Context: an optimization exercise on an open-source flow, tuned for small area and a short achievable clock period. The choices shown serve that exercise and are no tape-out recipe.
For this run, only the layout was checked, not whether the RTL still works.
Power and IR drop assume default switching activity.

[design/flow/design.v]
`default_nettype none
module mips_instr_sequencer #(
  parameter int                DATA_W       = 32,
  parameter int                DEPTH        = 64,
  parameter int                ADDR_W       = $clog2(DEPTH),
  parameter logic [DATA_W-1:0] NOP_WORD     = '0,
  parameter int                DRAIN_CYCLES = 12
) (
  input  logic              clk,
  input  logic              reset,
  input  logic              load_en,
  input  logic [ADDR_W-1:0] load_addr,
  input  logic [DATA_W-1:0] load_data,
  input  logic [ADDR_W:0]   prog_len,
  input  logic              start,
  input  logic              step_mode,
  input  logic              step,
  input  logic              loop_en,
  input  logic              stall,
  input  logic              abort,
  output logic [DATA_W-1:0] instr,
  output logic              instr_valid,
  output logic [ADDR_W-1:0] pc_idx,
  output logic              busy,
  output logic              done,
  output logic [15:0]       issued_cnt
);
  localparam logic [3:0] c_DRAIN = 4'(DRAIN_CYCLES);
  logic [DATA_W-1:0] mem [DEPTH];
  logic              run_q, step_q, drain_q, busy_q;
  logic [3:0]        dcnt_q;
  logic [ADDR_W-1:0] idx_q;       
  logic [ADDR_W-1:0] last_q;      
  logic              loop_q;
  logic [DATA_W-1:0] instr_q;
  logic              valid_q;
  logic [ADDR_W-1:0] pc_q;
  logic [15:0]       cnt_q;
  logic              done_q;
  logic idle;
  assign idle = !(run_q || step_q || drain_q);
  logic load_ok;
  assign load_ok = load_en && idle;
  always_ff @(posedge clk) begin
    if (load_ok) begin
      mem[load_addr] <= load_data;
    end
  end
  logic [DEPTH-1:0]  rsel;
  logic [DATA_W-1:0] rdata;
  always_comb begin
    rsel = '0;
    rsel[idx_q] = 1'b1;
    rdata = '0;
    for (int w = 0; w < DEPTH; w++) begin
      rdata = rdata | ({DATA_W{rsel[w]}} & mem[w]);
    end
  end
  logic len_nz, len_one;
  logic [ADDR_W-1:0] len_last;
  assign len_nz   = |prog_len;
  assign len_one  = (prog_len == (ADDR_W+1)'(1));
  assign len_last = prog_len[ADDR_W] ? {ADDR_W{1'b1}} : (prog_len[ADDR_W-1:0] - ADDR_W'(1));
  logic start_ok, issue_st, issue_rs, issue, hold, at_last, wrap_loop;
  logic go_drain, byp;
  assign start_ok = idle && start;
  assign issue_st = start_ok && len_nz && !step_mode;
  assign issue_rs = ((run_q && !stall) || (step_q && !stall && step)) && !abort;
  assign issue    = issue_st || issue_rs;
  assign hold     = (run_q || step_q) && !abort && stall;
  assign at_last  = issue_st ? len_one : (idx_q == last_q);
  assign wrap_loop = issue_st ? loop_en : loop_q;
  assign byp      = load_en && (load_addr == '0);
  assign go_drain = (start_ok && !len_nz)
                 || ((run_q || step_q) && abort)
                 || (issue && at_last && !wrap_loop);
  logic run_n, step_n, drain_n, dend;
  assign dend = drain_q && (dcnt_q == 4'd0);
  always_comb begin
    run_n   = run_q;
    step_n  = step_q;
    drain_n = drain_q && !dend;
    if (start_ok && len_nz) begin
      run_n  = !step_mode;
      step_n = step_mode;
    end
    if (go_drain) begin
      run_n   = 1'b0;
      step_n  = 1'b0;
      drain_n = 1'b1;
    end
  end
  logic [15:0] cnt_inc;
  assign cnt_inc = (cnt_q == 16'hFFFF) ? cnt_q : cnt_q + 16'd1;
  always_ff @(posedge clk) begin
    if (reset) begin
      run_q   <= 1'b0;
      step_q  <= 1'b0;
      drain_q <= 1'b0;
      busy_q  <= 1'b0;
      dcnt_q  <= '0;
      idx_q   <= '0;
      last_q  <= '0;
      loop_q  <= 1'b0;
      instr_q <= NOP_WORD;
      valid_q <= 1'b0;
      pc_q    <= '0;
      cnt_q   <= '0;
      done_q  <= 1'b0;
    end else begin
      run_q   <= run_n;
      step_q  <= step_n;
      drain_q <= drain_n;
      busy_q  <= run_n || step_n || drain_n;
      done_q  <= dend;
      if (go_drain) begin
        dcnt_q <= c_DRAIN;
      end else if (drain_q && !dend) begin
        dcnt_q <= dcnt_q - 4'd1;
      end
      if (start_ok) begin
        last_q <= len_last;
        loop_q <= loop_en;
      end
      if (issue) begin
        idx_q <= at_last ? '0 : idx_q + ADDR_W'(1);
      end else if (go_drain) begin
        idx_q <= '0;
      end
      if (issue) begin
        instr_q <= (issue_st && byp) ? load_data : rdata;
      end else if (!hold) begin
        instr_q <= NOP_WORD;
      end
      valid_q <= issue || (hold && valid_q);
      if (issue) begin
        pc_q <= idx_q;
      end
      if (start_ok) begin
        cnt_q <= issue ? 16'd1 : 16'd0;
      end else if (issue) begin
        cnt_q <= cnt_inc;
      end
    end
  end
  assign instr       = instr_q;
  assign instr_valid = valid_q;
  assign pc_idx      = pc_q;
  assign busy        = busy_q;
  assign done        = done_q;
  assign issued_cnt  = cnt_q;
endmodule
`default_nettype wire
[design/flow/run.sh]
#!/bin/bash
# synth_recipe.tcl (not shown) runs the flow's synth.tcl, then flattens the netlist and writes it again
# the make line also repeats each setting of config.mk as NAME=value (left out here)
make -C /OpenROAD-flow-scripts/flow DESIGN_CONFIG=/design/flow/config.mk WORK_HOME=/design/flow/orfs CLKGATE_MAP_FILE= SYNTH_SCRIPT=/design/flow/synth_recipe.tcl finish
[design/flow/config.mk]
export PLATFORM = sky130hd
export DESIGN_NAME = mips_instr_sequencer
export DESIGN_NICKNAME = mips_instr_sequencer
export VERILOG_FILES = /design/flow/design.v
export SDC_FILE = /design/flow/constraint.sdc
export NUM_CORES = 4
export LEC_CHECK = 0
export ABC_CLOCK_PERIOD_IN_PS = 2000
export CAP_MARGIN = 20
export CORE_MARGIN = 2
export CORE_UTILIZATION = 55
export PLACE_DENSITY = 0.65
export SETUP_SLACK_MARGIN = 2.2
export SLEW_MARGIN = 20
[design/flow/constraint.sdc]
create_clock -name core_clock -period 4.5 [get_ports {clk}]
set_input_delay 0.9000 -clock core_clock [delete_from_list [all_inputs] [get_ports {clk}]]
set_output_delay 0.9000 -clock core_clock [all_outputs]
set_load 0.01 [all_outputs]
==> run notes <==
-- state kept, by name, summed over array words and instances (netlist names) --
name / cells
loop_q: 1
drain_q: 1
busy_q: 1
step_q: 1
pc_q: 6
run_q: 1
cnt_q: 16
dcnt_q: 4
instr_q: 32
done_q: 1
valid_q: 1
mem: 2048
last_q: 6
idx_q: 6
-- placed cells by master, fill, tap and decap left out, types with 16 or more instances in the layout --
master / instances
a21oi_1: 90
and3_1: 25
buf_8: 23
a22o_1: 144
a221oi_2: 27
dfxtp_2: 20
edfxtp_1: 2048
a32o_1: 21
buf_4: 485
nor2_4: 85
nand4_1: 96
buf_2: 35
clkbuf_16: 217
nand2_1: 181
dfxtp_4: 31
clkbuf_1: 56
a21oi_4: 17
a22oi_1: 445
a221o_1: 33
a2bb2oi_1: 19
clkbuf_2: 27
a32oi_1: 24
clkinv_1: 41
nor3_1: 28
a221oi_4: 16
nand3_1: 79
a222oi_1: 83
bufinv_16: 16
dlymetal6s2s_1: 18
clkinv_2: 41
dfxtp_1: 26
buf_12: 176
o21ai_1: 16
a22oi_2: 39
mux2i_1: 17
o21ai_0: 37
a221oi_1: 83
nor2_1: 72
buf_6: 100
-- worst max path at each step --
stage / startpoint / slack (ps) / to
floorplan: idx_q[1]$_SDFFE_PP0P_ / 1530 / instr_q[9]$_SDFFE_PP0P_
global route: idx_q[0]$_SDFFE_PP0P_ / 680 / instr_q[31]$_SDFFE_PP0P_
global placement: prog_len[2] / -800 / instr_q[18]$_SDFFE_PP0P_
finish: idx_q[1]$_SDFFE_PP0P_ / 550 / instr_q[9]$_SDFFE_PP0P_
CTS: idx_q[0]$_SDFFE_PP0P_ / 900 / instr_q[9]$_SDFFE_PP0P_
detailed placement: prog_len[2] / -450 / instr_q[18]$_SDFFE_PP0P_
-- cell type report --
cell class	instances	share of cell area (%)
flip-flops and latches	2125	63.3
multi-input cells	2097	17.7
repair buffers	912	10.1
clock buffers	266	5.42
well taps	1903	2.38
clock inverters	110	1.04
inverters	12	0.0551
diodes	10	0.0251
-- power groups by stage --
stage	logic, uW	registers, uW	clock network [uW]
floorplan	1280	22300	0
detailed placement	2990	22300	0
CTS	3530	21900	16700
global route	4030	21900	17500
global placement	2970	22300	0
finish	4060	21900	16800
-- kinds of logic after synthesis --
group                    after synthesis  synth area share, %
buffers and inverters                274                 1.69
adder cells (fa/ha/maj)                9                0.142
AND/OR/NAND/NOR                      757                 4.81
XOR/XNOR                              26                0.312
flip-flops                          2125                 79.7
AO/OA/AOI/OAI                       1269                 12.8
multiplexers                          35                0.473
-- metrics by stage --
step | hold WS (ps) | power, uW | cells | worst slack (ps) | util, %
6_report | 455 | 42800 | 7435 | 553 | 69.8
5_1_grt | 455 | 43400 | 7428 | 680 | 69.8
4_1_cts | 440 | 42100 | 7257 | 898 | 67.8
3_5_place_dp | 449 | 25300 | 6639 | -454 | 60.6
3_3_place_gp | 445 | 25300 | 6635 | -803 | 60.5
2_1_floorplan | 436 | 23600 | 4495 | 1530 | -
-- repair_timing --
action | 4_1_cts | 5_1_grt
resized for setup | 292 | 465
endpoints found under the setup margin | 2167 | 2168
buffers inserted | 231 | 155
pin swaps | 115 | 149
cloned | 11 | 12
-- routing by layer --
layer / global-route usage, % / up-vias / wire length [um]
li1: - / 20700 / -
met1: 60.2 / 27800 / 111000
met2: 62.7 / 6178 / 141000
met3: 20.2 / 1422 / 65900
met4: 28.2 / 22 / 26900
met5: 0 / - / 414
-- worst max-delay path, stage by stage (launching register included) --
cell and delay (ps):
dfxtp_4 360, inv_4 70, ha_4 170, or3b_4 500, nand3_4 190, buf_6 140
a211oi_4 110, buf_12 160, a22o_1 180, a221o_2 390, nor4_4 600, nand4_1 520
o41a_1 460
==> flow_summary.toml <==
[clocking]
cts.sink_count = 2125
clkTransAtPathRegs_ps = 60
cts_tree = "done"
cts.hold.buffers_added = 0
cts_buffer_depth = 3
ctsRootBufferMaster = "clkbuf_16"
htreeDepth = 4
clock_latency_ps = 860
numCtsBuffers = 202

[layout]
ff_latch_area_mm2 = 0.0632
finalNetCount = 5413
multi_input_area_mm2 = 0.0176
fin_area_mm2 = 0.0999
drive_gt1_share_pct = 29.8
fillers = 8965
area_growth_pct = 26.3

[placed_design]
place.gp.congestion = 0.997
io_buffers = 110
place_hpwl_um = 194000
placed_cell_area_mm2 = 0.0867

[global_routing]
grt_max_degree = 66
grt_usage_pct = 45.9
antenna_found_initial = 27
grt_first_pass_wirelength_um = 446000
grt_overflow = 0
grt_pass1_vias = 50300

[critical_path]
reg2reg_to = "instr_q[9]$_SDFFE_PP0P_"
startpoint_type = "flip-flop"
worstReg2RegStart = "idx_q[1]$_SDFFE_PP0P_"
r2r_setup_slack_ps = 550
worstRegToRegCells = 12
worstSetupEndpointType = "flip-flop"
critical_path.max_fanout = 8
crit_type = "flip-flop to flip-flop"
required_ps = 5240
cp_data_arrival_time_ps = 4690

[worst_hold_path]
hp-start = "pc_q[4]$_SDFFE_PP0P_"
min_to = "pc_q[4]$_SDFFE_PP0P_"
worstHoldPathType = "flip-flop to flip-flop"
min_path_cells = 2

[logic_synthesis]
synth_cells = 4495
synth_ff_type = "edfxtp_1"
synth_enable_flop_cells = 2048
synth_common_cells = "2048 x edfxtp_1, 480 x a22oi_1, 199 x nand2_1"
synth.distinct_cells = 96
syn_nets = 4558
synth_seq_cells = 2125
syn_area_per_cell_um2 = 17.6
synth_area_leader_cell = "edfxtp_1"
netlist.area_leader.share_pct = 77.8
ys_warn_count = 1
yosysSeqAreaShare_pct = 79.7
async_flop_share_pct = 0
yosysMostFrequentCell = "edfxtp_1"
syn-cell-area_mm2 = 0.0791
synth.area.top_cells = "edfxtp_1 78%, a22oi_1 4.6%, dfxtp_1 1.9%"

[sta]
fmax_mhz = 253
drv_slew = 0
finalCritPeriodShare_pct = 87.7
fin_skew_ps = 57.0
rsz0062_at_grt = "true"
worst_slew_pin_slew_ps = 1230
finalHoldViolations = 0
fin_setup_tns_ps = 0
max_slew_margin_pct = 17.7
setup_viol_count_final = 0
period_needed_ps = 3950

[routing]
ant_nets = 0
drc = 0
viasPerCell = 7.55
drt-total-wl_um = 345000
drt_iter0_drc = 12500
wire_per_inst_um = 46.4
firstDrtPassIters = 10
vias = 56100

[pwr]
pwr-share-clk_pct = 39.3
power.internal_uw = 32600
total_leakage_power_uw = 0.0327
p_sw_uw = 10200
ir_worst_vdd_v = 0.000383
power_frac_seq_pct = 51.2
swShare_pct = 23.8
p_per_area_mw_per_mm2 = 429
power_frac_comb_pct = 9.5

[die]
core_mm2 = 0.143
die_y_um = 383
rows = 139
die_w_um = 383
boundaryPins = 111
initial_core_util_pct = 55.2
fp.dieArea_mm2 = 0.147

[outcome]
outcome = "timing/DRC/antenna clean"

[flow_run]
drv_cap = 0

[afterwards: timing with drivers on the ports]
In the flow no input, the clock included, has a driving cell. The finished layout below was timed again as built, in two steps.
Step 1: set_driving_cell puts a clkbuf_16 on clk and a buf_2 on each other input, an assumption about the parent block.
Step 2 times the ports against the registers' clock, not the clock port: input delays grow and output delays shrink by t, the midpoint of the rising clock arrivals with the driver on.
a / b / c = ideal ports / drivers / drivers and shift; a / b = the first two.
t, ns: 0.916
slack for setup (ns): 0.553 / 0.553 / 0.059
worst setup path after step 2: input to register
After both steps this run still meets setup and hold. The setup slack of this run moves by 0.000 ns with the drivers and by -0.494 ns with both steps.
